What follows belongs to an exercise in optimizing a design on an open flow for small area, a short achievable clock period and few clock cycles; a production flow would make more cautious choices. No run shown here included a check of the RTL's function; only the layout flow was run. Power and IR drop assume default switching activity.

## flow/run.sh

```bash
#!/bin/bash
# The standard layout (standard.sh, unchanged synthesis), with plain buffers
# instead of delay cells on the ports, and no dummy loads in the clock tree.
# Full make output in standard.log.
bash standard.sh BUFFER_PORTS_ARGS="-buffer_cell sky130_fd_sc_hd__buf_2" \
  CTS_ARGS="-sink_clustering_enable -repair_clock_nets -dont_use_dummy_load" finish > standard.log 2>&1
```

## constraint.sdc

```tcl
create_clock -name core_clock -period 5.0 [get_ports {clk}]
set_input_delay 1.0000 -clock core_clock [delete_from_list [all_inputs] [get_ports {clk}]]
set_output_delay 1.0000 -clock core_clock [all_outputs]
set_load 0.01 [all_outputs]
```

## config.mk

```make
export PLATFORM = sky130hd
export DESIGN_NAME = image_scaler
export DESIGN_NICKNAME = image_scaler
export VERILOG_FILES = /design/flow/design.v
export SDC_FILE = /design/flow/constraint.sdc
export NUM_CORES = 4
export LEC_CHECK = 0
export CAP_MARGIN = 20
export CORE_MARGIN = 2
export CORE_UTILIZATION = 40
export SETUP_SLACK_MARGIN = 3.0
export SLEW_MARGIN = 20
export TNS_END_PERCENT = 0
```

## design.v

```verilog
`default_nettype none
package scaler_pkg;
    localparam int SRC_WIDTH  = 160;
    localparam int SRC_HEIGHT = 120;
    localparam int SCALE = 2;
    localparam int READ_LATENCY = 2;
    typedef logic [18:0] addr_t;
    typedef logic [7:0]  pixel_t;
    typedef enum logic [3:0] {
        MODE_REPLICATE = 4'd0,
        MODE_DECIMATE  = 4'd1,
        MODE_AVERAGE   = 4'd3,
        MODE_COPY      = 4'd4
    } mode_t;
endpackage
`default_nettype wire
`timescale 1ns/1ps
`default_nettype none
module image_scaler (
    input  logic        clk,
    input  logic        reset,
    input  logic [3:0]  mode,
    output logic [18:0] rom_addr,
    input  logic [7:0]  rom_data,
    output logic [18:0] ram_wraddr,
    output logic [7:0]  ram_data,
    output logic        ram_wren,
    output logic        done
);
    logic rep, dec, avg, copy;
    logic m_rep, m_dec, m_avg, m_copy;
    logic hold, hr;
    assign m_rep  = (mode == 4'd0);
    assign m_dec  = (mode == 4'd1);
    assign m_avg  = (mode == 4'd3);
    assign m_copy = (mode == 4'd4);
    assign hold = (m_rep & rep) | (m_dec & dec) | (m_avg & avg) | (m_copy & copy);
    function automatic logic [3:0] step_of(input logic f_rep, input logic f_dec,
                                           input logic f_avg, input logic f_copy,
                                           input logic [1:0] f_sub, input logic f_rowend,
                                           input logic f_ry);
        logic up, dn, e1, e2;
        up = (f_dec & f_rowend) | (f_avg & ((f_sub == 2'd0) | ((f_sub == 2'd3) & f_rowend)));
        dn = (f_rep & f_sub[0] & f_rowend & ~f_ry) | (f_avg & (f_sub == 2'd2));
        e2 = f_dec;
        e1 = f_copy | (f_rep & f_sub[0]) | (f_avg & f_sub[0]);
        step_of = {up, dn, e2, e1};
    endfunction
    logic        run;
    logic [14:0] A;
    logic [1:0]  sub;      
    logic [2:0]  xh;       
    logic        ry;       
    logic        rowend;   
    logic        last;     
    logic [3:0]  step;     
    logic        rd, go, prelast, rowend_n, ry_n;
    logic [5:0]  lo;
    logic [10:0] hi;
    assign rd   = hr & run;
    assign go   = rd & ~last;
    assign prelast = (copy & (A == 15'd19198))
                   | ((avg | (rep & ry & ~sub[0])) & (A == 15'd19199))
                   | (dec & (A == 15'd19036));
    assign rowend_n = ~rowend & (xh == 3'd4)
                    & ((((rep & ~sub[0]) | (avg & (sub == 2'd2))) & (A[4:0] == 5'd31))
                       | (dec & (A[4:0] == 5'd28)));
    assign ry_n     = ry ^ rowend;
    assign lo = {1'b0, A[4:0]} + {4'd0, dec, step[0]};
    logic z4, cy;
    assign cy = z4 & (dec | (step[0] & A[0]));
    assign hi = {A[14:5], 1'b1} + {{7{step[2]}}, step[3], step[2], step[3] | step[2], cy};
    always_ff @(posedge clk) begin
        A      <= go ? {hi[10:1], lo[4:0]} : 15'd0;
        z4     <= go & (&lo[4:1]);
        sub    <= go ? sub + 2'd1 : 2'd0;
        xh     <= (go & ~rowend) ? xh + {2'd0, cy} : 3'd0;
        ry     <= go & ry_n;
        rowend <= go & rowend_n;
        step   <= hr ? step_of(rep, dec, avg, copy, sub + 2'd1, rowend_n, ry_n)
                     : step_of(rep, dec, avg, copy, 2'd0, 1'b0, 1'b0);
    end
    logic        rw1, rw2;
    logic [7:0]  P;
    logic [9:0]  acc;
    logic [16:0] W;
    always_ff @(posedge clk or negedge reset) begin
        if (!reset) begin
            hr   <= 1'b0;
            ram_wren <= 1'b0;
            done <= 1'b0;
        end else begin
            hr   <= hold;
            ram_wren <= hold & rw2;
            done <= hold & (done | (hr & ~run & rw2 & ~rw1));
        end
    end
    always_ff @(posedge clk) begin
        rep  <= m_rep;
        dec  <= m_dec;
        avg  <= m_avg;
        copy <= m_copy;
        run  <= hr ? (run & ~last) : (rep | dec | avg | copy);
        last <= go & prelast;
        rw1  <= rd & (~avg | (sub == 2'd3));
        rw2  <= hold & hr & rw1;
    end
    always_ff @(posedge clk) begin
        P   <= rom_data;
        acc <= (avg & (sub != 2'd2)) ? acc + {2'b00, P} : (avg ? {2'b00, P} : {P, 2'b00});
        W   <= hr ? W + {16'd0, ram_wren} : 17'd0;
    end
    assign rom_addr   = {4'd0, A};
    assign ram_wraddr = {2'd0, W};
    assign ram_data   = acc[9:2];
endmodule
`default_nettype wire
```

## standard.sh

```bash
#!/bin/bash
# synth_recipe.tcl (not shown) runs the flow's synth.tcl, then flattens the netlist and writes it again
# the make line also repeats each setting of config.mk as NAME=value (left out here)
make -C /OpenROAD-flow-scripts/flow DESIGN_CONFIG=/design/flow/config.mk WORK_HOME=/design/flow/orfs CLKGATE_MAP_FILE= SYNTH_SCRIPT=/design/flow/synth_recipe.tcl "${@:-finish}"
```

==> impl_metrics.env, run 1 <==
export IMPL_antenna_left=0
export IMPL_antenna_found_initial=0
export IMPL_final_layout_size_suffix_gt1_frac=0.200
export IMPL_nets=491
export IMPL_dp_worst_setup_slack_ns=2.65
export IMPL_die_width_um=98.3
export IMPL_worst_slew_margin=0.661
export IMPL_initialDrtViolationCount=62
export IMPL_syn_inst_count=396
export IMPL_power_density_mw_per_mm2=249
export IMPL_place_gp_congestion=0.788
export IMPL_synth_sequential_area_ratio=0.410
export IMPL_worst_path_buf_inv=1
export IMPL_worstPathRequired_ns=4.00
export IMPL_synth_xor_area_frac=0.0739
export IMPL_startpoint="A[1]"
export IMPL_detail_route_wl_per_cell_um=12.5
export IMPL_leakagePower_nw=1.71
export IMPL_yosysTopAreaCellShare=0.389
export IMPL_crit_reg2reg_capture="A[12]"
export IMPL_io_pins=62
export IMPL_fin_total_pwr_mw=1.02
export IMPL_vias_in_the_first_global_route=2630
export IMPL_die_area_mm2=0.00966
export IMPL_antenna_cells_inserted=0
export IMPL_postPlaceCellArea_mm2=0.00385
export IMPL_hold_viol_final=0
export IMPL_largest_family_of_logic_cells_by_synthesized_area="simple AND/OR/NAND/NOR gates"
export IMPL_yosys_area_top_type="dfxtp_1"
export IMPL_clkSlewWorstSetupHoldPaths_ns=0.08
export IMPL_wire_length_of_the_first_global_routing_pass_mm=11.9
export IMPL_tritoncts_num_buffers=9
export IMPL_timing_critical_path_slowest_stage_cell="dfxtp_1"
export IMPL_area_growth_synth_to_final_pct=15.1
export IMPL_final_min_period_over_clock_period=0.397
export IMPL_end_kind="primary output"
export IMPL_combinational_share_of_power=0.077
export IMPL_synthAdderAreaFrac=0.112
export IMPL_synth_flop_cell="dfxtp_1"
export IMPL_vias_per_cell=5.03
export IMPL_pin_slew_with_the_least_headroom_to_its_limit_ns=0.508
export IMPL_routed_wirelength_mm=6.90
export IMPL_timing_critical_path_max_delay_family="flip-flops"
export IMPL_detail_route_drc_violations=0
export IMPL_globalRouteMet1Util=0.189
export IMPL_ys_ff_latch=72
export IMPL_maxCapViolCount=0
export IMPL_crit_fanout=6
export IMPL_clock_tree_from_tritoncts="yes"
export IMPL_globalRouteOverflowTotal=0
export IMPL_hold_ws_ns=0.436
export IMPL_grt_use_met2=0.242
export IMPL_crit_arrival_ns=0.98
export IMPL_vias=2780
export IMPL_crit_cells=1
export IMPL_grt_util_all_layers=0.149
export IMPL_holdCritPathClass="primary input to async pin"
export IMPL_internal_power_uw=780
export IMPL_max_freq_mhz=504
export IMPL_finalCriticalPeriod_ns=1.98
export IMPL_grt_start_max_net_pins=27
export IMPL_clk_latency_ns=0.34
export IMPL_fin_area_mm2=0.00409
export IMPL_start_kind="register"
export IMPL_share_clk_of_total_power=0.341
export IMPL_coreArea_mm2=0.00868
export IMPL_reg_to_reg_setup_timing_slack_ns=3.03
export IMPL_yosysWarningCount=1
export IMPL_rr_startpoint="A[0]"
export IMPL_critical_path_max_stage_delay_ns=0.47
export IMPL_placement_rows=34
export IMPL_asyncSetResetFlopFracSynth=0.0417
export IMPL_synth_cell_type_count=46
export IMPL_setup_tns_final_ns=0
export IMPL_setup_worst_path_end="rom_addr[1]"
export IMPL_die_height_um=98.3
export IMPL_switchingPower_uw=239
export IMPL_drt_pass1_iterations=4
export IMPL_ctsHtreeMaxLevel=3
export IMPL_numClockSinks=72
export IMPL_critPathKind="register to primary output"
export IMPL_status="timing/DRC/antenna clean"
export IMPL_cp_cell_sequence="buf_2"
export IMPL_ctsHoldBuffers=0
export IMPL_reg2regPathDepth=9
export IMPL_synth_mux_area_frac=0.0144
export IMPL_report_final_setup_viol=0
export IMPL_detailed_place_hpwl_mm=5.02
export IMPL_final_worst_setup_slack_ns=3.02
export IMPL_grt_use_met3=0.0530
export IMPL_share_seq_of_total_power=0.582
export IMPL_synth_top_cells_by_area="dfxtp_1 (39%), ha_1 (9.5%), nor2_1 (5.4%), xor2_1 (3.9%), xnor2_1 (3.4%)"
export IMPL_maximum_resistive_drop_on_vdd_uv=165
export IMPL_synth_simple_area_share=0.223
export IMPL_rsz0062_at_grt="true"
export IMPL_p_sw_frac=0.234
export IMPL_synth_enable_flop_cells=0
export IMPL_initial_utilization=0.410
export IMPL_cts_root_buf="clkbuf_8"
export IMPL_timing_clock_skew_ns=0.0153
export IMPL_buffer_ports_inserted=55
export IMPL_grt_most_used_layer="met2"
export IMPL_max_clock_path_buffers=2
export IMPL_maxSlewViolCount=0
export IMPL_synth_compound_gate_area_share=0.113
export IMPL_avgSynthCellArea_um2=8.98
export IMPL_syn_area_mm2=0.00355
==> cells in the mapped netlist (4+ instances only) <==
library cell  instances
dfxtp_1              69
nor2_1               51
ha_1                 27
nand2_1              23
a21oi_1              21
nand3_1              19
o21ai_0              16
xor2_1               16
buf_4                14
inv_1                14
xnor2_1              14
nor3_1               10
and2_1                9
clkbuf_1              7
nor2b_1               7
o211ai_1              7
and3_1                6
a211oi_1              5
or2_2                 5
mux2i_1               4
nand4_1               4
nor4b_1               4
o22ai_1               4
==> worst min-delay path by stage <==
stage / end / start / slack [ns]
final: ram_wren / reset / 0.44
after global routing: ram_wren / reset / 0.41
after CTS: ram_wren / reset / 0.41
after detailed placement: ram_wren / rw2 / 0.44
after global placement: ram_wren / rw2 / 0.44
after floorplan: ram_wren / rw2 / 0.43
==> cell families after synthesis <==
kind of cell / count (synthesis)
buffers and inverters: 36
other: 1
muxes: 5
DFF: 72
adders and majority gates: 30
and+or+nand+nor: 156
AOI/OAI and AO/OA: 66
xor gates and xnor gates: 30
==> power groups by stage <==
stage / clock, mW / combinational, mW / sequential, mW
floorplan: 0 / 0.0671 / 0.603
detailed placement: 0 / 0.0764 / 0.607
finish: 0.347 / 0.0783 / 0.593
CTS: 0.369 / 0.0769 / 0.594
global route: 0.389 / 0.0884 / 0.595
global placement: 0 / 0.0753 / 0.607
==> worst register-to-register path, stage by stage (launching register included) <==
cell	delay, ns
dfxtp_4	0.36
ha_4	0.17
o21a_1	0.20
inv_1	0.08
fa_2	0.21
nand2b_4	0.14
a21oi_4	0.06
nor3_1	0.35
a21oi_1	0.15
mux2i_1	0.14
==> stage by stage <==
stage,utilization,std cells
after floorplan,-,401
after global placement,0.444,542
after detailed placement,0.444,542
after CTS,0.462,551
after global routing,0.471,553
final,0.471,553
==> timing repair <==
action | 4_1_cts | 5_1_grt
pin swaps | 1 | 6
setup buffers | 0 | 2
gates resized for setup | 8 | 13
setup endpoints to repair | 9 | 11
==> flip-flops by register name (all words and copies together) (netlist names), 2 cells and up <==
name  flops
W        17
P         8
xh        3
sub       2
A        15
step      3
acc      10
==> routing by layer <==
metal | wire, um | vias to the layer above
li1 | - | 1449
met1 | 3370 | 1278
met2 | 3150 | 48
met3 | 315 | 5
met4 | 64 | 0
met5 | 0 | -
==> layout make-up <==
type	instances	area, um^2
flip-flops and latches	72	1470
well taps	108	135
repair buffers	57	290
clock buffers	9	124
fillers	850	4590
multi-input cells	293	2020
inverters	14	52.6
==> cells in the final DEF (no fill, tap or decap), types with 3 or more instances in the layout <==
cell,netlist,final
dfxtp_1,69,65
buf_2,1,55
nor2_1,51,51
ha_1,27,24
nand2_1,23,23
a21oi_1,21,20
nand3_1,19,19
o21ai_0,16,16
xor2_1,16,16
inv_1,14,14
xnor2_1,14,14
nor3_1,10,9
and2_1,9,9
clkbuf_8,0,9
o211ai_1,7,7
nor2b_1,7,7
and3_1,6,6
conb_1,1,6
o22ai_1,4,4
or2_2,5,4
nand4_1,4,4
mux2i_1,4,4
o21a_1,3,3
a211oi_1,5,3
or3_1,3,3
nor4_1,3,3
nor4b_1,4,3
nor3b_1,3,3
dfrtp_1,3,3
==> inputs of run 2 (changes only) <==
--- a/config.mk
+++ b/config.mk
@@ -8,6 +8,6 @@
 export CAP_MARGIN = 20
 export CORE_MARGIN = 2
 export CORE_UTILIZATION = 40
+export GPL_TIMING_DRIVEN = 0
 export SETUP_SLACK_MARGIN = 3.0
 export SLEW_MARGIN = 20
-export TNS_END_PERCENT = 0
==> run 2 against run 1 <==
  * Count of clock-buffer cells in the layout did not move
  * Total power rose by 1.5%
  * Cell area rose by 4.6%
  * Sequential cell count did not move
  * Synthesized cell count did not move
  * Highest routed layer unchanged
  * Combinational power rose by 15%
==> impl_metrics.env, run 2 <==
export IMPL_crit_reg2reg_capture="A[12]"
export IMPL_fin_area_mm2=0.00428
export IMPL_hold_viol_final=0
export IMPL_synth_most_common_cell="dfxtp_1"
export IMPL_antenna_cells_inserted=0
export IMPL_critPathKind="register to primary output"
export IMPL_internal_power_uw=789
export IMPL_yosys_area_top_type="dfxtp_1"
export IMPL_power_density_mw_per_mm2=242
export IMPL_antenna_left=0
export IMPL_switchingPower_uw=245
export IMPL_leakagePower_nw=1.85
export IMPL_final_layout_size_suffix_gt1_frac=0.245
export IMPL_synth_sequential_area_ratio=0.410
export IMPL_status="timing/DRC/antenna clean"
export IMPL_numClockSinks=72
export IMPL_synth_cell_type_count=46
export IMPL_nets=516
export IMPL_clk_latency_ns=0.34
export IMPL_syn_inst_count=396
export IMPL_initialDrtViolationCount=51
export IMPL_io_pins=62
export IMPL_detailed_place_hpwl_mm=5.48
export IMPL_p_sw_frac=0.237
export IMPL_report_final_setup_viol=0
export IMPL_final_min_period_over_clock_period=0.393
export IMPL_timing_clock_skew_ns=0.0138
export IMPL_post_synth_most_frequent_cells="dfxtp_1 (69), nor2_1 (51), ha_1 (27), nand2_1 (23), a21oi_1 (21)"
export IMPL_postPlaceCellArea_mm2=0.00399
export IMPL_drt_pass1_iterations=4
export IMPL_vias_per_cell=5.08
export IMPL_synth_enable_flop_cells=0
export IMPL_clock_tree_from_tritoncts="yes"
export IMPL_finalCriticalPeriod_ns=1.96
export IMPL_die_width_um=98.3
export IMPL_yosysTopAreaCellShare=0.389
export IMPL_grt_util_all_layers=0.160
export IMPL_grt_start_max_net_pins=12
export IMPL_worstPathRequired_ns=4.00
export IMPL_antenna_found_initial=0
export IMPL_clkSlewWorstSetupHoldPaths_ns=0.07
export IMPL_rr_startpoint="A[0]"
export IMPL_synth_flop_cell="dfxtp_1"
export IMPL_maxSlewViolCount=0
export IMPL_detail_route_wl_per_cell_um=13.0
export IMPL_die_area_mm2=0.00966
export IMPL_fin_total_pwr_mw=1.03
export IMPL_globalRouteOverflowTotal=0
export IMPL_initial_utilization=0.410
export IMPL_routed_wirelength_mm=7.52
export IMPL_placement_rows=34
export IMPL_share_clk_of_total_power=0.340
export IMPL_regMostFlops="W"
export IMPL_area_growth_synth_to_final_pct=20.4
export IMPL_start_kind="register"
export IMPL_ctsHoldBuffers=0
export IMPL_crit_fanout=5
export IMPL_flip_flop_count_of_the_largest_register_after_layout=17
export IMPL_buffer_ports_inserted=55
export IMPL_tritoncts_num_buffers=9
export IMPL_vias=2937
export IMPL_layout_common_cells="dfxtp_1 (62), buf_2 (56), nor2_1 (51)"
export IMPL_dp_worst_setup_slack_ns=2.58
export IMPL_maximum_resistive_drop_on_vdd_uv=138
export IMPL_synth_top_cells_by_area="dfxtp_1 (39%), ha_1 (9.5%), nor2_1 (5.4%), xor2_1 (3.9%), xnor2_1 (3.4%)"
export IMPL_cts_root_buf="clkbuf_8"
export IMPL_rsz0062_at_grt="true"
export IMPL_maxCapViolCount=0
export IMPL_reg2regPathDepth=9
export IMPL_wire_length_of_the_first_global_routing_pass_mm=12.6
export IMPL_asyncSetResetFlopFracSynth=0.0417
export IMPL_layout_top_registers="W (17), A (15), acc (10)"
export IMPL_pin_slew_with_the_least_headroom_to_its_limit_ns=0.551
export IMPL_setup_tns_final_ns=0
export IMPL_max_clock_path_buffers=2
export IMPL_die_height_um=98.3
export IMPL_yosysWarningCount=1
export IMPL_coreArea_mm2=0.00868
export IMPL_end_kind="primary output"
export IMPL_holdCritPathClass="primary input to async pin"
export IMPL_ys_ff_latch=72
export IMPL_max_freq_mhz=510
export IMPL_detail_route_drc_violations=0
export IMPL_vias_in_the_first_global_route=2773
export IMPL_mostFrequentLayoutCell="dfxtp_1"
export IMPL_syn_area_mm2=0.00355
export IMPL_final_worst_setup_slack_ns=3.04
export IMPL_worst_slew_margin=0.633
export IMPL_crit_arrival_ns=0.96
export IMPL_share_seq_of_total_power=0.572
export IMPL_combinational_share_of_power=0.087
export IMPL_avgSynthCellArea_um2=8.98
export IMPL_ctsHtreeMaxLevel=3
export IMPL_reg_to_reg_setup_timing_slack_ns=3.05
export IMPL_place_gp_congestion=0.853
## run 2: cell count changes in the layout (fill, tap and decap cells not counted), moves of 2 or more
cell,before,now
dfxtp_2,2,5
dfxtp_1,65,62
nor3_2,1,5
clkbuf_1,0,6
o21ai_0,16,14
ha_1,24,26
buf_4,2,19
nor3_1,9,5
o21ai_1,0,2
## run 2: repair_timing
item	CTS	global route
setup buffers	3	2
pin swaps	3	5
resized for setup	14	18
setup endpoints to repair	10	10
## run 2: worst max path at each step
| stage | to | depth (start not counted) | start |
|---|---|---|---|
| after global routing | A[12] | 9 | A[0] |
| final | rom_addr[0] | 2 | A[0] |
| after CTS | A[13] | 7 | step[2] |
| after detailed placement | A[13] | 7 | step[2] |
| after floorplan | A[13] | 7 | step[2] |
| after global placement | A[13] | 7 | step[2] |
## run 2: routing by layer
layer	GRT usage	wire [um]	share of wire
met1	0.210	3720	0.49
met2	0.258	3390	0.45
met3	0.0329	288	0.038
met4	0.0664	121	0.016
met5	0	0	0
## run 2: final cells by class
class                      count  area, um^2
sequential                    72        1470
multi-input combinational    293        2050
fill                         865        4400
inverter                      14        52.6
buffer                        22         138
tap                          108         135
timing repair buffer          60         313
clock buffer                   9         124
## run 2: cells by family (layout without fill, tap and decap cells)
family / after synthesis / count (layout) / synth area share
AOI/OAI and AO/OA: 66 / 66 / 0.113
xor gates and xnor gates: 30 / 30 / 0.0739
adders and majority gates: 30 / 30 / 0.112
buffers and inverters: 36 / 105 / 0.0531
DFF: 72 / 72 / 0.410
muxes: 5 / 5 / 0.0144
other: 1 / 6 / 0.00105
and+or+nand+nor: 156 / 156 / 0.223
## run 2: worst max-delay path, stage by stage, from the launching register on
cell	delay [ns]
dfxtp_4	0.35
buf_4	0.15
buf_2	0.13
## run 2: metrics by stage
stage	hold slack (ns)	std cells	utilization
5_1_grt	0.435	578	0.493
4_1_cts	0.441	576	0.483
2_1_floorplan	0.428	401	-
3_5_place_dp	0.447	564	0.459
6_report	0.451	578	0.493
3_3_place_gp	0.439	564	0.459
## run 2: power groups by stage
stage	registers (mW)	clock network [mW]	logic, mW
2_1_floorplan	0.603	0	0.0671
3_3_place_gp	0.606	0	0.0876
3_5_place_dp	0.606	0	0.0887
4_1_cts	0.592	0.363	0.0899
5_1_grt	0.594	0.390	0.103
6_report	0.592	0.352	0.0904
==> inputs of run 3 (changes only) <==
--- a/config.mk
+++ b/config.mk
@@ -5,9 +5,9 @@
 export SDC_FILE = /design/flow/constraint.sdc
 export NUM_CORES = 4
 export LEC_CHECK = 0
+export ABC_AREA = 1
 export CAP_MARGIN = 20
 export CORE_MARGIN = 2
 export CORE_UTILIZATION = 40
-export GPL_TIMING_DRIVEN = 0
 export SETUP_SLACK_MARGIN = 3.0
 export SLEW_MARGIN = 20
==> run 3 against run 2 <==
  * Clock power decreased by 2%
  * Count of clock-buffer cells in the layout unchanged
  * Synthesized cell count increased by 31%
  * Still clean
  * Wire length increased by 6.2%
  * Sequential power about the same
  * Via count increased by 12%
  * Cell area decreased by 1.5%
  * Global-route usage increased by 0.93 points
  * Highest routed layer unchanged
  * Non-clock buffer count decreased by 27
  * Die area increased by 6.1%
==> impl_metrics.env, run 3 <==
export IMPL_maximum_resistive_drop_on_vdd_uv=91.9
export IMPL_flip_flop_count_of_the_largest_register_after_layout=17
export IMPL_ys_ff_latch=72
export IMPL_final_min_period_over_clock_period=0.388
export IMPL_timing_critical_path_slowest_stage_cell="dfxtp_1"
export IMPL_die_area_mm2=0.0102
export IMPL_worstPathRequired_ns=4.00
export IMPL_final_layout_size_suffix_gt1_frac=0.153
export IMPL_antenna_left=0
export IMPL_synth_most_common_cell="nand2_1"
export IMPL_vias=3283
export IMPL_yosys_area_top_type="dfxtp_1"
export IMPL_routed_wirelength_mm=7.99
export IMPL_io_pins=62
export IMPL_report_final_setup_viol=0
export IMPL_ctsHtreeMaxLevel=3
export IMPL_final_fill_count=927
export IMPL_cts_root_buf="clkbuf_8"
export IMPL_vias_per_cell=4.83
export IMPL_initial_utilization=0.411
export IMPL_pin_slew_with_the_least_headroom_to_its_limit_ns=0.623
export IMPL_numClockSinks=72
export IMPL_finalCriticalPeriod_ns=1.94
export IMPL_clk_latency_ns=0.35
export IMPL_detailed_place_hpwl_mm=6.10
export IMPL_yosysWarningCount=1
export IMPL_power_density_mw_per_mm2=241
export IMPL_crit_fanout=6
export IMPL_asyncSetResetFlopFracSynth=0.0417
export IMPL_synth_top_cells_by_area="dfxtp_1 (37%), nand2_1 (11%), ha_1 (8.9%), nor2_1 (7.2%), inv_1 (6.5%)"
export IMPL_clkSlewWorstSetupHoldPaths_ns=0.09
export IMPL_maxSlewViolCount=0
export IMPL_drt_pass1_iterations=5
export IMPL_critical_path_max_stage_delay_ns=0.43
export IMPL_status="timing/DRC/antenna clean"
export IMPL_area_growth_synth_to_final_pct=11.5
export IMPL_synth_flop_cell="dfxtp_1"
export IMPL_synth_sequential_area_ratio=0.385
export IMPL_leakagePower_nw=2.02
export IMPL_coreArea_mm2=0.00920
export IMPL_share_clk_of_total_power=0.341
export IMPL_vias_in_the_first_global_route=3086
export IMPL_antenna_found_initial=0
export IMPL_cp_cell_sequence="buf_2"
export IMPL_maxCapViolCount=0
export IMPL_mostFrequentLayoutCell="nand2_1"
export IMPL_worst_path_buf_inv=1
export IMPL_max_freq_mhz=516
export IMPL_initialDrtViolationCount=114
export IMPL_critPathKind="register to primary output"
export IMPL_detail_route_wl_per_cell_um=11.7
export IMPL_p_sw_frac=0.237
export IMPL_fin_total_pwr_mw=1.02
export IMPL_tritoncts_num_buffers=9
export IMPL_wire_length_of_the_first_global_routing_pass_mm=13.9
export IMPL_placement_rows=35
export IMPL_timing_clock_skew_ns=0.0296
export IMPL_syn_area_mm2=0.00378
export IMPL_detail_route_drc_violations=0
export IMPL_yosysTopAreaCellShare=0.365
export IMPL_synth_enable_flop_cells=0
export IMPL_clock_tree_from_tritoncts="yes"
export IMPL_finish_utilization=0.458
export IMPL_crit_arrival_ns=0.94
export IMPL_setup_tns_final_ns=0
export IMPL_buffer_ports_inserted=55
export IMPL_syn_inst_count=520
export IMPL_end_kind="primary output"
export IMPL_holdCritPathClass="primary input to async pin"
export IMPL_antenna_cells_inserted=0
export IMPL_switchingPower_uw=240
export IMPL_internal_power_uw=775
export IMPL_post_synth_most_frequent_cells="nand2_1 (114), nor2_1 (73), dfxtp_1 (69), inv_1 (65), nand3_1 (34)"
export IMPL_place_gp_congestion=0.888
export IMPL_globalRouteOverflowTotal=0
export IMPL_rsz0062_at_grt="true"
export IMPL_hold_viol_final=0
export IMPL_combinational_share_of_power=0.074
export IMPL_nets=615
export IMPL_synth_cell_type_count=39
export IMPL_die_width_um=101
export IMPL_regMostFlops="W"
export IMPL_grt_start_max_net_pins=19
export IMPL_layout_common_cells="nand2_1 (114), nor2_1 (73), inv_1 (65)"
export IMPL_grt_util_all_layers=0.169
export IMPL_timing_critical_path_max_delay_family="flip-flops"
export IMPL_max_clock_path_buffers=2
export IMPL_layout_top_registers="W (17), A (15), acc (10)"
export IMPL_start_kind="register"
export IMPL_die_height_um=101
export IMPL_share_seq_of_total_power=0.585
export IMPL_worst_slew_margin=0.584
export IMPL_avgSynthCellArea_um2=7.27
## run 3: logic make-up (layout without fill, tap and decap cells)
logic type | Yosys count | count (layout) | share of synthesized area
adders and majority gates | 30 | 30 | 0.105
AOI/OAI and AO/OA | 70 | 70 | 0.102
and+or+nand+nor | 252 | 252 | 0.289
buffers and inverters | 89 | 133 | 0.104
other | 1 | 6 | 0.000992
DFF | 72 | 72 | 0.385
xor gates and xnor gates | 6 | 6 | 0.0139
## run 3: power groups by stage
stage	registers, mW	clock network (mW)	logic (mW)
floorplan	0.603	0	0.0648
global placement	0.607	0	0.0731
detailed placement	0.607	0	0.0742
CTS	0.594	0.366	0.0748
global route	0.596	0.390	0.0869
finish	0.594	0.346	0.0752
## run 3: repair_timing
item | 4_1_cts | 5_1_grt
setup buffers | 0 | 0
endpoints found under the hold margin | 0 | 0
setup endpoints to repair | 1 | 15
gates resized for setup | 1 | 6
hold buffers | 0 | 0
## run 3: metrics by stage
step	cell area (um^2)	worst slack (ns)	cells	hold WS (ns)
after floorplan	3800	3.20	525	0.411
after global placement	4080	3.07	671	0.426
after detailed placement	4080	3.03	671	0.425
after CTS	4210	3.01	680	0.404
after global routing	4210	2.97	680	0.394
final	4210	3.06	680	0.419
## run 3: per-layer routing
metal | vias up | share of wire | global-route usage
met5 | - | 0 | 0
met2 | 67 | 0.45 | 0.275
met4 | 0 | 0.015 | 0.0509
li1 | 1743 | - | -
met1 | 1466 | 0.48 | 0.216
met3 | 7 | 0.049 | 0.0538
## run 3: cell type report
cell class	count	area (um^2)	share of cell area
tap	111	139	0.0330
timing repair buffer	55	275	0.0653
inverter	69	259	0.0615
sequential	72	1460	0.347
multi-input combinational	364	1950	0.463
clock buffer	9	124	0.0294
## run 3: path summary, 6_finish.rpt
check                      cells past startpoint   from  slack, ns        endpoint
min reg2reg                                    2    rw1       0.44             rw2
max reg2reg                                    8   A[0]       3.06           A[12]
max in group asynchronous                      1  reset       4.46              hr
min in group core_clock                        2    rw1       0.44             rw2
min                                            1  reset       0.42              hr
max                                            1  W[11]       3.06  ram_wraddr[11]
==> inputs of run 4 (changes only) <==
--- a/config.mk
+++ b/config.mk
@@ -5,9 +5,8 @@
 export SDC_FILE = /design/flow/constraint.sdc
 export NUM_CORES = 4
 export LEC_CHECK = 0
-export ABC_AREA = 1
 export CAP_MARGIN = 20
 export CORE_MARGIN = 2
 export CORE_UTILIZATION = 40
-export SETUP_SLACK_MARGIN = 3.0
+export SETUP_SLACK_MARGIN = 3.1
 export SLEW_MARGIN = 20
==> run 4 against run 3 <==
  * Still clean
  * Sequential share of layout area rose by 0.28 points
  * Worst setup slack improved by 0.054 ns
  * Utilization is 3.8 points higher
  * Total power is 0.23% lower
  * First-iteration DRC count down 39%
  * Final cell count decreased by 17%
  * Maximum frequency up 2.9%
  * Register-to-register slack better by 0.05 ns
  * Die area fell by 5.7%
  * Combinational power increased by 4.8%
  * Hold slack improved by 0.017 ns
  * Critical endpoint is now ram_wren
==> impl_metrics.env, run 4 <==
export IMPL_status="timing/DRC/antenna clean"
export IMPL_synth_cell_type_count=46
export IMPL_syn_inst_count=396
export IMPL_vias_in_the_first_global_route=2595
export IMPL_wire_length_of_the_first_global_routing_pass_mm=11.9
export IMPL_initialDrtViolationCount=70
export IMPL_switchingPower_uw=234
export IMPL_layout_common_cells="buf_2 (55), nor2_1 (51), dfxtp_1 (39)"
export IMPL_met3_length_um=357
export IMPL_placement_rows=34
export IMPL_ctsHoldBuffers=0
export IMPL_m1WireLength_mm=3.51
export IMPL_hold_ws_ns=0.436
export IMPL_worstPathRequired_ns=4.00
export IMPL_drt_pass1_iterations=6
export IMPL_critical_path_max_stage_delay_ns=0.40
export IMPL_buffer_ports_inserted=55
export IMPL_setup_tns_final_ns=0
export IMPL_crit_arrival_ns=0.88
export IMPL_combinational_share_of_power=0.078
export IMPL_synth_most_common_cell="dfxtp_1"
export IMPL_detail_route_wl_per_cell_um=13.0
export IMPL_rsz0062_at_grt="true"
export IMPL_vias_per_cell=5.09
export IMPL_final_layout_size_suffix_gt1_frac=0.305
export IMPL_timing_critical_path_max_delay_family="flip-flops"
export IMPL_hold_viol_final=0
export IMPL_flip_flop_count_of_the_largest_register_after_layout=17
export IMPL_vias=2872
export IMPL_yosysWarningCount=1
export IMPL_crit_fanout=2
export IMPL_ctsHtreeMaxLevel=3
export IMPL_top_layer="met4"
export IMPL_antenna_found_initial=0
export IMPL_timing_clock_skew_ns=0.0196
export IMPL_finish_utilization=0.496
export IMPL_maximum_resistive_drop_on_vdd_uv=131
export IMPL_clkSlewWorstSetupHoldPaths_ns=0.08
export IMPL_tritoncts_num_buffers=9
export IMPL_yosysTopAreaCellShare=0.389
export IMPL_max_clock_path_buffers=2
export IMPL_globalRouteOverflowTotal=0
export IMPL_synth_sequential_area_ratio=0.410
export IMPL_maxCapViolCount=0
export IMPL_avgSynthCellArea_um2=8.98
export IMPL_grt_start_max_net_pins=27
export IMPL_grt_util_all_layers=0.150
export IMPL_io_pins=62
export IMPL_finalCriticalPeriod_ns=1.88
export IMPL_mostFrequentLayoutCell="buf_2"
export IMPL_initial_utilization=0.410
export IMPL_worst_slew_margin=0.660
export IMPL_regMostFlops="W"
export IMPL_post_synth_most_frequent_cells="dfxtp_1 (69), nor2_1 (51), ha_1 (27), nand2_1 (23), a21oi_1 (21)"
export IMPL_routed_wirelength_mm=7.32
export IMPL_critPathKind="register to primary output"
export IMPL_asyncSetResetFlopFracSynth=0.0417
export IMPL_synth_enable_flop_cells=0
export IMPL_detail_route_drc_violations=0
export IMPL_synth_flop_cell="dfxtp_1"
export IMPL_leakagePower_nw=1.82
export IMPL_internal_power_uw=778
export IMPL_fin_total_pwr_mw=1.01
export IMPL_ys_ff_latch=72
export IMPL_die_height_um=98.3
export IMPL_layout_top_registers="W (17), A (15), acc (10)"
export IMPL_antenna_left=0
export IMPL_detailed_place_hpwl_mm=5.13
export IMPL_yosys_area_top_type="dfxtp_1"
export IMPL_share_clk_of_total_power=0.338
export IMPL_start_kind="register"
export IMPL_coreArea_mm2=0.00868
export IMPL_place_gp_congestion=0.793
export IMPL_met2_length_mm=3.42
export IMPL_antenna_cells_inserted=0
export IMPL_power_density_mw_per_mm2=235
export IMPL_cp_cell_sequence="buf_2"
export IMPL_final_min_period_over_clock_period=0.377
export IMPL_synth_top_cells_by_area="dfxtp_1 (39%), ha_1 (9.5%), nor2_1 (5.4%), xor2_1 (3.9%), xnor2_1 (3.4%)"
export IMPL_end_kind="primary output"
export IMPL_max_freq_mhz=531
export IMPL_timing_critical_path_slowest_stage_cell="dfrtp_1"
export IMPL_die_area_mm2=0.00966
export IMPL_cts_root_buf="clkbuf_8"
export IMPL_clk_latency_ns=0.33
export IMPL_holdCritPathClass="primary input to async pin"
export IMPL_pin_slew_with_the_least_headroom_to_its_limit_ns=0.509
export IMPL_maxSlewViolCount=0
export IMPL_p_sw_frac=0.231
export IMPL_nets=502
export IMPL_numClockSinks=72
export IMPL_syn_area_mm2=0.00355
export IMPL_clock_tree_from_tritoncts="yes"
export IMPL_share_seq_of_total_power=0.584
export IMPL_area_growth_synth_to_final_pct=21.2
export IMPL_worst_path_buf_inv=1
export IMPL_report_final_setup_viol=0
export IMPL_die_width_um=98.3
==> run 4: changes by cell type after synthesis, moves of 7 or more <==
cell / before / now
nand2_1: 114 / 23
inv_1: 65 / 14
nor2_1: 73 / 51
nand3_1: 34 / 19
xor2_1: 3 / 16
a21oi_1: 33 / 21
xnor2_1: 3 / 14
and2_1: 0 / 9
nor2b_1: 0 / 7
==> run 4: power by group through the flow <==
| stage | clock network [mW] | registers (mW) | logic [mW] |
|---|---|---|---|
| final | 0.343 | 0.591 | 0.0788 |
| after floorplan | 0 | 0.603 | 0.0672 |
| after CTS | 0.363 | 0.592 | 0.0782 |
| after detailed placement | 0 | 0.607 | 0.0762 |
| after global placement | 0 | 0.607 | 0.0755 |
| after global routing | 0.387 | 0.593 | 0.0898 |
==> run 4: final timing paths <==
path	from	endpoint	slack, ns	depth (start not counted)
worst max-delay path	ram_wren	ram_wren	3.12	1
worst min-delay path	reset	ram_wren	0.44	1
worst max register to register	step[2]	A[13]	3.12	7
worst min register to register	rw2	ram_wren	0.44	1
max in group asynchronous	reset	hr	4.44	1
min in group core_clock	rw2	ram_wren	0.44	1
==> run 4: per-stage QoR <==
step / worst slack [ns] / instance area (um^2) / std cells
3_5_place_dp: 2.90 / 3870 / 542
3_3_place_gp: 2.95 / 3870 / 542
4_1_cts: 3.04 / 4110 / 555
5_1_grt: 2.97 / 4310 / 564
2_1_floorplan: 3.07 / 3590 / 401
6_report: 3.12 / 4310 / 564
==> run 4: final cells by class <==
cell class / count / area, um^2
inverter: 14 / 52.6
multi-input combinational: 293 / 2110
fill: 848 / 4370
tap: 108 / 135
sequential: 72 / 1510
timing repair buffer: 68 / 373
clock buffer: 9 / 124
==> run 4: worst register-to-register path, stage by stage, from the launching register on <==
cell and delay, ns:
dfxtp_4 0.34, buf_4 0.17, ha_1 0.40, nor3_4 0.30, a2111oi_4 0.10, a211oi_2 0.26
xor2_1 0.16, nor2_1 0.05
==> run 4: kinds of logic after synthesis <==
kind of cell,count (synthesis),synth area share
DFF,72,0.410
adders and majority gates,30,0.112
buffers and inverters,36,0.0531
xor gates and xnor gates,30,0.0739
muxes,5,0.0144
AOI/OAI and AO/OA,66,0.113
other,1,0.00105
and+or+nand+nor,156,0.223
==> run 4: repair_timing <==
action	in CTS	in global routing
pin swaps	6	12
gates resized for setup	31	36
setup buffers	4	9
setup endpoints to repair	26	33
==> run 4: metal layers <==
layer / global-route usage / vias up
li1: - / 1475
met1: 0.197 / 1337
met2: 0.238 / 58
met3: 0.0537 / 2
met4: 0.0348 / 0
met5: 0 / -
==> inputs of run 5 (changes only) <==
==> flow/run.sh (replaced) <==
#!/bin/bash
# The standard layout (standard.sh, unchanged synthesis), with plain buffers
# instead of delay cells on the ports, and no dummy loads in the clock tree.
# Full make output in standard.log.
bash standard.sh BUFFER_PORTS_ARGS="-buffer_cell sky130_fd_sc_hd__buf_1" \
  CTS_ARGS="-sink_clustering_enable -repair_clock_nets -dont_use_dummy_load" finish > standard.log 2>&1
--- a/config.mk
+++ b/config.mk
@@ -8,5 +8,5 @@
 export CAP_MARGIN = 20
 export CORE_MARGIN = 2
 export CORE_UTILIZATION = 40
-export SETUP_SLACK_MARGIN = 3.1
+export SETUP_SLACK_MARGIN = 3.0
 export SLEW_MARGIN = 20
==> run 5 against run 4 <==
  * Sequential share of layout area increased by 1.0 points
  * Maximum frequency down 4.6%
  * Non-clock buffer count is 6 lower
  * Die area unchanged
  * Total power is essentially flat
  * First-iteration DRC count decreased by 8.6%
  * Sequential cell count unchanged
  * Combinational power is 4.1% lower
  * Worst setup slack got worse by 0.090 ns
  * Clock skew fell by 0.0024 ns
==> impl_metrics.env, run 5 <==
export IMPL_finish_utilization=0.471
export IMPL_report_final_setup_viol=0
export IMPL_coreArea_mm2=0.00868
export IMPL_grt_use_met3=0.0415
export IMPL_vias_per_cell=5.09
export IMPL_maximum_resistive_drop_on_vdd_uv=139
export IMPL_place_gp_congestion=0.811
export IMPL_crit_cells=1
export IMPL_ctsHtreeMaxLevel=3
export IMPL_syn_area_mm2=0.00355
export IMPL_avgSynthCellArea_um2=8.98
export IMPL_initialDrtViolationCount=64
export IMPL_critPathKind="register to primary output"
export IMPL_die_area_mm2=0.00966
export IMPL_pin_slew_with_the_least_headroom_to_its_limit_ns=0.521
export IMPL_grt_start_max_net_pins=27
export IMPL_layout_common_cells="dfxtp_1 (61), buf_1 (54), nor2_1 (51)"
export IMPL_timing_clock_skew_ns=0.0172
export IMPL_final_min_period_over_clock_period=0.395
export IMPL_cts_root_buf="clkbuf_8"
export IMPL_globalRouteMet1Util=0.205
export IMPL_start_kind="register"
export IMPL_worstPathRequired_ns=4.00
export IMPL_die_width_um=98.3
export IMPL_synth_top_cells_by_area="dfxtp_1 (39%), ha_1 (9.5%), nor2_1 (5.4%), xor2_1 (3.9%), xnor2_1 (3.4%)"
export IMPL_buffer_ports_inserted=55
export IMPL_io_pins=62
export IMPL_asyncSetResetFlopFracSynth=0.0417
export IMPL_timing_critical_path_max_delay_family="flip-flops"
export IMPL_maxCapViolCount=0
export IMPL_grt_most_used_layer="met2"
export IMPL_tritoncts_num_buffers=9
export IMPL_finalCriticalPeriod_ns=1.97
export IMPL_worst_path_buf_inv=1
export IMPL_synth_sequential_area_ratio=0.410
export IMPL_vias=2841
export IMPL_maxSlewViolCount=0
export IMPL_antenna_cells_inserted=0
export IMPL_reg2regPathDepth=7
export IMPL_post_synth_most_frequent_cells="dfxtp_1 (69), nor2_1 (51), ha_1 (27), nand2_1 (23), a21oi_1 (21)"
export IMPL_wire_length_of_the_first_global_routing_pass_mm=11.9
export IMPL_detailed_place_hpwl_mm=5.14
export IMPL_seqCellArea_mm2=0.00147
export IMPL_final_layout_size_suffix_gt1_frac=0.104
export IMPL_antenna_left=0
export IMPL_die_height_um=98.3
export IMPL_worst_slew_margin=0.652
export IMPL_detail_route_wl_per_cell_um=12.7
export IMPL_nets=496
export IMPL_yosys_area_top_type="dfxtp_1"
export IMPL_area_growth_synth_to_final_pct=14.9
export IMPL_rsz0062_at_grt="true"
export IMPL_flip_flop_count_of_the_largest_register_after_layout=17
export IMPL_synth_cell_type_count=46
export IMPL_critical_path_max_stage_delay_ns=0.46
export IMPL_globalRouteOverflowTotal=0
export IMPL_grt_util_all_layers=0.151
export IMPL_hold_viol_final=0
export IMPL_synth_most_common_cell="dfxtp_1"
export IMPL_grt_use_met2=0.230
export IMPL_leakagePower_nw=1.55
export IMPL_antenna_found_initial=0
export IMPL_setup_tns_final_ns=0
export IMPL_crit_fanout=5
export IMPL_timing_critical_path_slowest_stage_cell="dfxtp_1"
export IMPL_max_clock_path_buffers=2
export IMPL_layout_top_registers="W (17), A (15), acc (10)"
export IMPL_mostFrequentLayoutCell="dfxtp_1"
export IMPL_holdCritPathClass="primary input to async pin"
export IMPL_regMostFlops="W"
export IMPL_clkSlewWorstSetupHoldPaths_ns=0.06
export IMPL_status="timing/DRC/antenna clean"
export IMPL_numClockSinks=72
export IMPL_syn_inst_count=396
export IMPL_final_fill_count=873
export IMPL_power_density_mw_per_mm2=248
export IMPL_synth_flop_cell="dfxtp_1"
export IMPL_detail_route_drc_violations=0
export IMPL_vias_in_the_first_global_route=2579
export IMPL_cp_cell_sequence="buf_1"
export IMPL_crit_arrival_ns=0.97
export IMPL_clk_latency_ns=0.34
export IMPL_ctsHoldBuffers=0
export IMPL_drt_pass1_iterations=4
export IMPL_yosysTopAreaCellShare=0.389
export IMPL_routed_wirelength_mm=7.08
export IMPL_ys_ff_latch=72
export IMPL_footprint_of_the_multi_input_gates_mm2=0.00204
export IMPL_max_freq_mhz=507
export IMPL_clock_tree_from_tritoncts="yes"
export IMPL_yosysWarningCount=1
export IMPL_placement_rows=34
export IMPL_end_kind="primary output"
export IMPL_initial_utilization=0.410
export IMPL_synth_enable_flop_cells=0
==> run 5: cell type report <==
| class | instances | area share |
|---|---|---|
| sequential | 72 | 0.360 |
| timing repair buffer | 62 | 0.0637 |
| inverter | 14 | 0.0129 |
| clock buffer | 9 | 0.0303 |
| tap | 108 | 0.0331 |
| multi-input combinational | 293 | 0.500 |
==> run 5: stage by stage <==
stage | area (um^2) | power [mW] | instances | hold slack [ns] | setup WS, ns
after floorplan | 3580 | 0.671 | 401 | 0.428 | 3.01
after global placement | 3780 | 0.680 | 542 | 0.439 | 2.72
after global routing | 4080 | 1.07 | 558 | 0.458 | 2.95
after CTS | 3950 | 1.03 | 551 | 0.448 | 3.00
final | 4080 | 1.01 | 558 | 0.458 | 3.03
after detailed placement | 3780 | 0.682 | 542 | 0.450 | 2.67
==> run 5: metal layers <==
layer  routed length, um  share of wire
met5                   0              0
met4                  86          0.012
met3                 278          0.039
met2                3240           0.46
met1                3480           0.49
==> run 5: what timing repair did <==
| action | CTS | global route |
|---|---|---|
| buffers inserted | 0 | 7 |
| gates resized for setup | 12 | 18 |
| pin swaps | 2 | 8 |
| endpoints found under the setup margin | 9 | 13 |
==> run 5: logic make-up after synthesis <==
family          synth area share
compound gates             0.113
buf+inv                   0.0531
xor+xnor                  0.0739
other cells              0.00105
mux                       0.0144
flops                      0.410
fa+ha+maj                  0.112
simple gates               0.223
==> run 5: path summary, 6_finish.rpt <==
check	endpoint	slack (ns)	from
worst max-delay path	rom_addr[5]	3.03	A[5]
worst min-delay path	hr	0.46	reset
worst max register to register	A[13]	3.05	step[2]
worst min register to register	ram_wren	0.46	rw2
max in group asynchronous	ram_wren	4.39	reset
min in group core_clock	ram_wren	0.46	rw2
==> run 5: where the power goes <==
group          leakage (nW)  internal [mW]  switching, mW
Sequential            0.609          0.584        0.00982
Clock                0.0647          0.161          0.183
Combinational         0.878         0.0332         0.0424
Total                  1.55          0.778          0.235
==> inputs of run 6 (changes only) <==
--- a/design.v
+++ b/design.v
@@ -80,8 +80,7 @@
         step   <= hr ? step_of(rep, dec, avg, copy, sub + 2'd1, rowend_n, ry_n)
                      : step_of(rep, dec, avg, copy, 2'd0, 1'b0, 1'b0);
     end
-    logic        rw1, rw2;
-    logic [7:0]  P;
+    logic        rw2;
     logic [9:0]  acc;
     logic [16:0] W;
     always_ff @(posedge clk or negedge reset) begin
@@ -92,7 +91,7 @@
         end else begin
             hr   <= hold;
             ram_wren <= hold & rw2;
-            done <= hold & (done | (hr & ~run & rw2 & ~rw1));
+            done <= hold & (done | (hr & ~run & rw2));
         end
     end
     always_ff @(posedge clk) begin
@@ -102,12 +101,10 @@
         copy <= m_copy;
         run  <= hr ? (run & ~last) : (rep | dec | avg | copy);
         last <= go & prelast;
-        rw1  <= rd & (~avg | (sub == 2'd3));
-        rw2  <= hold & hr & rw1;
+        rw2  <= hold & rd & (~avg | (sub == 2'd3));
     end
     always_ff @(posedge clk) begin
-        P   <= rom_data;
-        acc <= (avg & (sub != 2'd2)) ? acc + {2'b00, P} : (avg ? {2'b00, P} : {P, 2'b00});
+        acc <= (avg & (sub != 2'd1)) ? acc + {2'b00, rom_data} : (avg ? {2'b00, rom_data} : {rom_data, 2'b00});
         W   <= hr ? W + {16'd0, ram_wren} : 17'd0;
     end
     assign rom_addr   = {4'd0, A};
==> flow/run.sh (replaced) <==
#!/bin/bash
# The standard layout (standard.sh, unchanged synthesis), with plain buffers
# instead of delay cells on the ports, and no dummy loads in the clock tree.
# Full make output in standard.log.
bash standard.sh BUFFER_PORTS_ARGS="-buffer_cell sky130_fd_sc_hd__buf_2" \
  CTS_ARGS="-sink_clustering_enable -repair_clock_nets -dont_use_dummy_load" finish > standard.log 2>&1
==> run 6 against run 5 <==
  * Clock power decreased by 3%
  * Register-to-register slack about the same
  * Area after synthesis is 5.4% lower
  * Sequential share of layout area is 4.9 points lower
  * Worst setup slack worse by 0.27 ns
  * Largest cell class unchanged
  * Highest routed layer unchanged
==> impl_metrics.env, run 6 <==
export IMPL_status="timing/DRC/antenna clean"
export IMPL_flip_flop_count_of_the_largest_register_after_layout=17
export IMPL_initial_utilization=0.411
export IMPL_globalRouteOverflowTotal=0
export IMPL_regMostFlops="W"
export IMPL_crit_fanout=2
export IMPL_yosys_area_top_type="dfxtp_1"
export IMPL_detail_route_wl_per_cell_um=14.1
export IMPL_critPathKind="primary input to register"
export IMPL_synth_most_common_cell="dfxtp_1"
export IMPL_end_kind="register"
export IMPL_maximum_resistive_drop_on_vdd_uv=152
export IMPL_die_height_um=95.7
export IMPL_numClockSinks=63
export IMPL_worst_slew_margin=0.592
export IMPL_grt_util_all_layers=0.172
export IMPL_dp_worst_setup_slack_ns=2.35
export IMPL_leakagePower_nw=1.78
export IMPL_holdCritPathClass="primary input to async pin"
export IMPL_setup_tns_final_ns=0
export IMPL_start_kind="primary input"
export IMPL_buffer_ports_inserted=55
export IMPL_io_pins=62
export IMPL_nets=476
export IMPL_antenna_cells_inserted=0
export IMPL_grt_start_max_net_pins=21
export IMPL_top_layer="met4"
export IMPL_finalCriticalPeriod_ns=2.24
export IMPL_rr_startpoint="step[2]"
export IMPL_synth_flop_cell="dfxtp_1"
export IMPL_clkSlewWorstSetupHoldPaths_ns=0.06
export IMPL_yosysTopAreaCellShare=0.357
export IMPL_synth_enable_flop_cells=0
export IMPL_final_worst_setup_slack_ns=2.76
export IMPL_crit_arrival_ns=2.49
export IMPL_antenna_left=0
export IMPL_initialDrtViolationCount=67
export IMPL_routed_wirelength_mm=7.55
export IMPL_power_density_mw_per_mm2=231
export IMPL_timing_clock_skew_ns=0.0168
export IMPL_vias=2799
export IMPL_synth_cell_type_count=59
export IMPL_clock_tree_from_tritoncts="yes"
export IMPL_cts_root_buf="clkbuf_8"
export IMPL_wire_length_of_the_first_global_routing_pass_mm=12.2
export IMPL_syn_inst_count=368
export IMPL_max_freq_mhz=446
export IMPL_vias_per_cell=5.23
export IMPL_coreArea_mm2=0.00818
export IMPL_die_area_mm2=0.00915
export IMPL_tritoncts_num_buffers=9
export IMPL_ctsHoldBuffers=0
export IMPL_yosysWarningCount=1
export IMPL_footprint_of_the_multi_input_gates_mm2=0.00212
export IMPL_layout_top_registers="W (17), A (15), acc (10)"
export IMPL_m1WireLength_mm=3.48
export IMPL_final_layout_size_suffix_gt1_frac=0.286
export IMPL_asyncSetResetFlopFracSynth=0.0476
export IMPL_post_synth_most_frequent_cells="dfxtp_1 (60), nor2_1 (43), ha_1 (27), a21oi_1 (19), nand2_1 (18)"
export IMPL_clk_latency_ns=0.34
export IMPL_drt_pass1_iterations=4
export IMPL_max_clock_path_buffers=2
export IMPL_placement_rows=33
export IMPL_met3_length_um=348
export IMPL_startpoint="rom_data[0]"
export IMPL_pin_slew_with_the_least_headroom_to_its_limit_ns=0.613
export IMPL_antenna_found_initial=0
export IMPL_seqCellArea_mm2=0.00129
export IMPL_avgSynthCellArea_um2=9.14
export IMPL_rsz0062_at_grt="true"
export IMPL_ys_ff_latch=63
export IMPL_finish_utilization=0.507
export IMPL_place_gp_congestion=0.816
export IMPL_detail_route_drc_violations=0
export IMPL_maxCapViolCount=0
export IMPL_detailed_place_hpwl_mm=5.14
export IMPL_layout_common_cells="dfxtp_1 (52), buf_2 (51), nor2_1 (42)"
export IMPL_synth_top_cells_by_area="dfxtp_1 (36%), ha_1 (10%), nor2_1 (4.8%), xor2_1 (3.4%), buf_4 (3.1%)"
export IMPL_hold_viol_final=0
export IMPL_ctsHtreeMaxLevel=3
export IMPL_report_final_setup_viol=0
export IMPL_area_growth_synth_to_final_pct=23.3
export IMPL_maxSlewViolCount=0
export IMPL_mostFrequentLayoutCell="dfxtp_1"
export IMPL_synth_sequential_area_ratio=0.380
export IMPL_worstPathRequired_ns=5.25
export IMPL_die_width_um=95.7
export IMPL_final_min_period_over_clock_period=0.448
export IMPL_syn_area_mm2=0.00336
export IMPL_met2_length_mm=3.62
export IMPL_final_fill_count=773
export IMPL_vias_in_the_first_global_route=2646
==> run 6: changes by cell type in the layout (fill, tap and decap cells not counted), moves of 5 or more <==
cell / change
dfxtp_1: -9
nor2_1: -9
nand2_1: -5
buf_2: +51
nand3_1: -10
o21ai_0: -5
buf_4: +6
buf_1: -54
a21o_1: +6
==> run 6: path summary, 6_finish.rpt <==
kind | slack, ns | cells after the start | endpoint
setup / recovery | 2.76 | 8 | acc[8]
hold / removal | 0.46 | 1 | ram_wren
setup reg to reg | 3.06 | 7 | A[13]
hold reg to reg | 0.46 | 1 | ram_wren
max in group asynchronous | 4.44 | 1 | done
min in group core_clock | 0.46 | 1 | ram_wren
==> run 6: where the power goes <==
part	switching (mW)	total [mW]	internal, mW
registers	0.00765	0.516	0.509
logic	0.0546	0.106	0.0516
clock network	0.173	0.333	0.160
total	0.235	0.956	0.721
==> run 6: critical path: stages <==
cell and delay [ns]:
buf_8 0.10, ha_4 0.15, fa_2 0.36, a211oi_2 0.25, nor2_1 0.10, o221ai_1 0.21, xor2_1 0.10, o31ai_1 0.22
==> run 6: per-layer routing <==
layer | track usage | up-vias
met5 | 0 | -
met4 | 0.0548 | 0
met3 | 0.0538 | 12
met2 | 0.281 | 64
met1 | 0.215 | 1304
li1 | - | 1419
==> run 6: repair_timing <==
action | 4_1_cts | 5_1_grt
endpoints found under the setup margin | 14 | 16
setup buffers | 10 | 5
pin swaps | 19 | 14
gates resized for setup | 23 | 27
==> run 6: final cells by class <==
| class | count | area share |
|---|---|---|
| multi-input combinational | 276 | 0.513 |
| tap | 105 | 0.0317 |
| timing repair buffer | 70 | 0.103 |
| clock buffer | 9 | 0.0299 |
| sequential | 63 | 0.312 |
| inverter | 12 | 0.0109 |
==> run 6: logic make-up after synthesis <==
kind of cell    synth area share
mux                       0.0242
fa+ha+maj                  0.118
simple gates               0.216
xor+xnor                  0.0651
compound gates             0.141
buf+inv                   0.0547
other cells              0.00112
flops                      0.380
==> run 6: per-stage QoR <==
stage	hold slack [ns]	instances	power (mW)	cell area (um^2)
2_1_floorplan	0.437	373	0.595	3450
4_1_cts	0.434	530	0.963	4010
3_3_place_gp	0.450	511	0.611	3720
6_report	0.456	535	0.956	4140
5_1_grt	0.433	535	1.01	4140
3_5_place_dp	0.452	511	0.611	3720
==> inputs of run 7 (changes only) <==
--- a/design.v
+++ b/design.v
@@ -62,13 +62,14 @@
     assign prelast = (copy & (A == 15'd19198))
                    | ((avg | (rep & ry & ~sub[0])) & (A == 15'd19199))
                    | (dec & (A == 15'd19036));
+    assign step = step_of(rep, dec, avg, copy, sub, rowend, ry);
     assign rowend_n = ~rowend & (xh == 3'd4)
                     & ((((rep & ~sub[0]) | (avg & (sub == 2'd2))) & (A[4:0] == 5'd31))
                        | (dec & (A[4:0] == 5'd28)));
     assign ry_n     = ry ^ rowend;
-    assign lo = {1'b0, A[4:0]} + {4'd0, dec, step[0]};
+    assign lo = {1'b0, A[4:0]} + {4'd0, step[1], step[0]};
     logic z4, cy;
-    assign cy = z4 & (dec | (step[0] & A[0]));
+    assign cy = z4 & (step[1] | (step[0] & A[0]));
     assign hi = {A[14:5], 1'b1} + {{7{step[2]}}, step[3], step[2], step[3] | step[2], cy};
     always_ff @(posedge clk) begin
         A      <= go ? {hi[10:1], lo[4:0]} : 15'd0;
@@ -77,10 +78,9 @@
         xh     <= (go & ~rowend) ? xh + {2'd0, cy} : 3'd0;
         ry     <= go & ry_n;
         rowend <= go & rowend_n;
-        step   <= hr ? step_of(rep, dec, avg, copy, sub + 2'd1, rowend_n, ry_n)
-                     : step_of(rep, dec, avg, copy, 2'd0, 1'b0, 1'b0);
     end
-    logic        rw2;
+    logic        rw1, rw2;
+    logic [7:0]  P;
     logic [9:0]  acc;
     logic [16:0] W;
     always_ff @(posedge clk or negedge reset) begin
@@ -91,7 +91,7 @@
         end else begin
             hr   <= hold;
             ram_wren <= hold & rw2;
-            done <= hold & (done | (hr & ~run & rw2));
+            done <= hold & (done | (hr & ~run & rw2 & ~rw1));
         end
     end
     always_ff @(posedge clk) begin
@@ -101,10 +101,12 @@
         copy <= m_copy;
         run  <= hr ? (run & ~last) : (rep | dec | avg | copy);
         last <= go & prelast;
-        rw2  <= hold & rd & (~avg | (sub == 2'd3));
+        rw1  <= hold & rd & (~avg | (sub == 2'd3));
+        rw2  <= hold & rw1;
     end
     always_ff @(posedge clk) begin
-        acc <= (avg & (sub != 2'd1)) ? acc + {2'b00, rom_data} : (avg ? {2'b00, rom_data} : {rom_data, 2'b00});
+        P   <= rom_data;
+        acc <= (avg & (sub != 2'd2)) ? acc + {2'b00, P} : (avg ? {2'b00, P} : {P, 2'b00});
         W   <= hr ? W + {16'd0, ram_wren} : 17'd0;
     end
     assign rom_addr   = {4'd0, A};
==> flow/run.sh (replaced) <==
#!/bin/bash
# The standard layout (standard.sh, unchanged synthesis), with plain buffers
# instead of delay cells on the ports, and no dummy loads in the clock tree.
# Full make output in standard.log.
bash standard.sh BUFFER_PORTS_ARGS="-buffer_cell sky130_fd_sc_hd__buf_1" \
  CTS_ARGS="-sink_clustering_enable -repair_clock_nets -dont_use_dummy_load" finish > standard.log 2>&1
==> run 7 against run 6 <==
  * Still clean
  * Wire length down 0.61%
  * Non-clock buffer count up 5
  * Register-to-register slack worse by 0.40 ns
  * Final cell count up 1.9%
  * Sequential power up about 10%
  * Global-route usage down 1.3 points
  * Area after synthesis up 4.9%
  * Critical endpoint is now A[14]
  * Largest cell class unchanged
  * Highest routed layer unchanged
==> impl_metrics.env, run 7 <==
export IMPL_status="timing/DRC/antenna clean"
export IMPL_final_layout_size_suffix_gt1_frac=0.199
export IMPL_detail_route_wl_per_cell_um=13.8
export IMPL_nets=482
export IMPL_clkSlewWorstSetupHoldPaths_ns=0.06
export IMPL_syn_area_mm2=0.00353
export IMPL_yosysTopAreaCellShare=0.375
export IMPL_ys_ff_latch=69
export IMPL_synth_flop_cell="dfxtp_1"
export IMPL_die_width_um=97.9
export IMPL_vias=2864
export IMPL_yosys_area_top_type="dfxtp_1"
export IMPL_placement_rows=34
export IMPL_crit_fanout=5
export IMPL_mostFrequentLayoutCell="buf_1"
export IMPL_maximum_resistive_drop_on_vdd_uv=120
export IMPL_clk_latency_ns=0.35
export IMPL_grt_util_all_layers=0.159
export IMPL_antenna_found_initial=0
export IMPL_wire_length_of_the_first_global_routing_pass_mm=12.3
export IMPL_start_kind="register"
export IMPL_startpoint="rep"
export IMPL_timing_clock_skew_ns=0.0189
export IMPL_initial_utilization=0.408
export IMPL_synth_sequential_area_ratio=0.396
export IMPL_synth_xor_area_frac=0.0720
export IMPL_syn_inst_count=371
export IMPL_place_gp_congestion=0.823
export IMPL_antenna_left=0
export IMPL_io_pins=62
export IMPL_worst_slew_margin=0.538
export IMPL_finalCriticalPeriod_ns=2.34
export IMPL_die_area_mm2=0.00959
export IMPL_globalRouteOverflowTotal=0
export IMPL_maxCapViolCount=0
export IMPL_end_kind="register"
export IMPL_rr_startpoint="rep"
export IMPL_largest_family_of_logic_cells_by_synthesized_area="simple AND/OR/NAND/NOR gates"
export IMPL_fin_area_mm2=0.00421
export IMPL_report_final_setup_viol=0
export IMPL_critical_path_most_common_cell="o211ai_2"
export IMPL_pin_slew_with_the_least_headroom_to_its_limit_ns=0.693
export IMPL_drt_pass1_iterations=4
export IMPL_clock_tree_from_tritoncts="yes"
export IMPL_cts_root_buf="clkbuf_8"
export IMPL_ctsHtreeMaxLevel=3
export IMPL_die_height_um=97.9
export IMPL_leakagePower_nw=1.67
export IMPL_grt_start_max_net_pins=22
export IMPL_holdCritPathClass="primary input to async pin"
export IMPL_hold_viol_final=0
export IMPL_crit_arrival_ns=2.54
export IMPL_final_min_period_over_clock_period=0.468
export IMPL_post_synth_most_frequent_cells="dfxtp_1 (66), nor2_1 (36), ha_1 (26), and2_1 (21), xnor2_1 (16)"
export IMPL_routed_wirelength_mm=7.51
export IMPL_regMostFlops="W"
export IMPL_avgSynthCellArea_um2=9.51
export IMPL_ctsHoldBuffers=0
export IMPL_postPlaceCellArea_mm2=0.00378
export IMPL_critical_path_max_stage_delay_ns=0.38
export IMPL_vias_in_the_first_global_route=2621
export IMPL_antenna_cells_inserted=0
export IMPL_timing_critical_path_slowest_stage_cell="fa_2"
export IMPL_asyncSetResetFlopFracSynth=0.0435
export IMPL_rsz0062_at_grt="true"
export IMPL_synth_compound_gate_area_share=0.133
export IMPL_critPathKind="register to register"
export IMPL_yosysWarningCount=1
export IMPL_worstPathRequired_ns=5.20
export IMPL_synth_most_common_cell="dfxtp_1"
export IMPL_vias_per_cell=5.26
export IMPL_buffer_ports_inserted=55
export IMPL_maxSlewViolCount=0
export IMPL_initialDrtViolationCount=114
export IMPL_max_freq_mhz=427
export IMPL_cp_cell_sequence="o21ai_2, nand2b_1, ha_4, o21a_1, fa_2, a21oi_2, o211ai_2, buf_4, o211ai_2, xnor2_1, nor2_1"
export IMPL_synth_top_cells_by_area="dfxtp_1 (37%), ha_1 (9.2%), xnor2_1 (4.0%), nor2_1 (3.8%), and2_1 (3.7%)"
export IMPL_synth_enable_flop_cells=0
export IMPL_numClockSinks=69
export IMPL_flip_flop_count_of_the_largest_register_after_layout=17
export IMPL_layout_common_cells="buf_1 (55), dfxtp_1 (53), nor2_1 (36)"
export IMPL_layout_top_registers="W (17), A (15), acc (10)"
export IMPL_synth_mux_area_frac=0.0145
export IMPL_synth_simple_area_share=0.221
export IMPL_coreArea_mm2=0.00864
export IMPL_area_growth_synth_to_final_pct=19.4
export IMPL_detailed_place_hpwl_mm=5.18
export IMPL_tritoncts_num_buffers=9
export IMPL_setup_tns_final_ns=0
export IMPL_power_density_mw_per_mm2=238
export IMPL_synthAdderAreaFrac=0.109
export IMPL_synth_cell_type_count=65
export IMPL_detail_route_drc_violations=0
export IMPL_max_clock_path_buffers=2
==> run 7: kinds of logic after synthesis <==
group / Yosys count
AOI/OAI and AO/OA: 66
xor gates and xnor gates: 29
adders and majority gates: 29
buffers and inverters: 35
DFF: 69
muxes: 5
other: 1
and+or+nand+nor: 137
==> run 7: area by class of cell <==
| cell class | count | area [um^2] |
|---|---|---|
| Timing Repair Buffer | 75 | 360 |
| Inverter | 12 | 52.6 |
| Fill cell | 815 | 4420 |
| Clock buffer | 9 | 124 |
| Tap cell | 108 | 135 |
| Multi-Input combinational cell | 272 | 2120 |
| Sequential cell | 69 | 1420 |
==> run 7: metrics by stage <==
step	setup slack (ns)	hold WS, ns	std cells	utilization	total power, mW
3_3_place_gp	2.50	0.441	516	0.438	0.660
2_1_floorplan	2.71	0.428	376	-	0.647
6_report	2.66	0.442	545	0.488	1.00
3_5_place_dp	2.44	0.451	516	0.438	0.660
4_1_cts	2.70	0.434	538	0.477	1.01
5_1_grt	2.50	0.437	545	0.488	1.05
==> run 7: what timing repair did <==
item,in CTS,in global routing
setup buffers,13,7
endpoints found under the setup margin,12,18
pin swaps,18,14
resized for setup,29,14
==> run 7: worst max-delay path, delay by kind of cell (launching register included) <==
family / cells / cell delay (ns)
compound gates: 5 / 0.80
fa+ha+maj: 2 / 0.56
flops: 1 / 0.37
simple gates: 2 / 0.16
buf+inv: 1 / 0.16
xor+xnor: 1 / 0.14
==> run 7: where the power goes <==
| part | total (mW) | internal [mW] | switching, mW |
|---|---|---|---|
| Sequential | 0.570 | 0.560 | 0.0101 |
| Combinational | 0.0866 | 0.0361 | 0.0505 |
| Clock | 0.346 | 0.160 | 0.185 |
| Total | 1.00 | 0.756 | 0.246 |
==> run 7: per-layer routing <==
metal  share of wire  global-route usage  vias up  wire length, um
met1            0.47               0.206     1356             3530
met4           0.017              0.0577        0              124
met5               0                   0        -                0
met2            0.47               0.250       67             3500
li1                -                   -     1430                -
met3           0.048              0.0480       11              357
==> run 7: final timing paths <==
kind / to / slack (ns) / cells after the start
min in group core_clock: ram_wren / 0.47 / 1
max in group asynchronous: hr / 4.40 / 1
min: done / 0.44 / 1
max: A[14] / 2.66 / 11
max reg2reg: A[14] / 2.66 / 11
min reg2reg: ram_wren / 0.47 / 1

[re-timing with driven ports]
How much do the figures lean on ideal ports? The routed layouts below were timed once more, with nothing changed but the port constraints.
Step 1 (the two cells are an assumption about what drives the block):
set clk [get_ports {clk}]
set_driving_cell -lib_cell sky130_fd_sc_hd__clkbuf_16 $clk
set_driving_cell -lib_cell sky130_fd_sc_hd__buf_2 [delete_from_list [all_inputs] $clk]
Step 2, shift: input delay + t, output delay - t, t = (earliest + latest rising clock arrival at the registers) / 2. This alone moves slack from input paths to output paths.
Slacks: ideal / step 1 / step 2; pairs: ideal / step 1.
run	t (ns)	setup WS [ns]	worst setup path after step 2	worst register clock-pin slew, ns
run 1	0.362	3.017 / 2.988 / 2.901	input to register	0.08 / 0.08
run 2	0.364	3.037 / 3.003 / 2.905	input to register	0.07 / 0.07
run 3	0.373	3.062 / 3.028 / 3.064	register to register	0.09 / 0.09
run 4	0.357	3.116 / 3.085 / 2.916	input to register	0.08 / 0.08
run 5	0.362	3.026 / 2.994 / 2.841	input to register	0.08 / 0.08
run 6	0.366	2.760 / 2.752 / 2.386	input to register	0.08 / 0.08
run 7	0.374	2.660 / 2.660 / 2.660	register to register	0.08 / 0.08
After both steps every run listed still meets setup and hold. For run 6, which loses most, drivers alone change the setup slack by -0.008 ns; drivers and shift together by -0.374 ns.
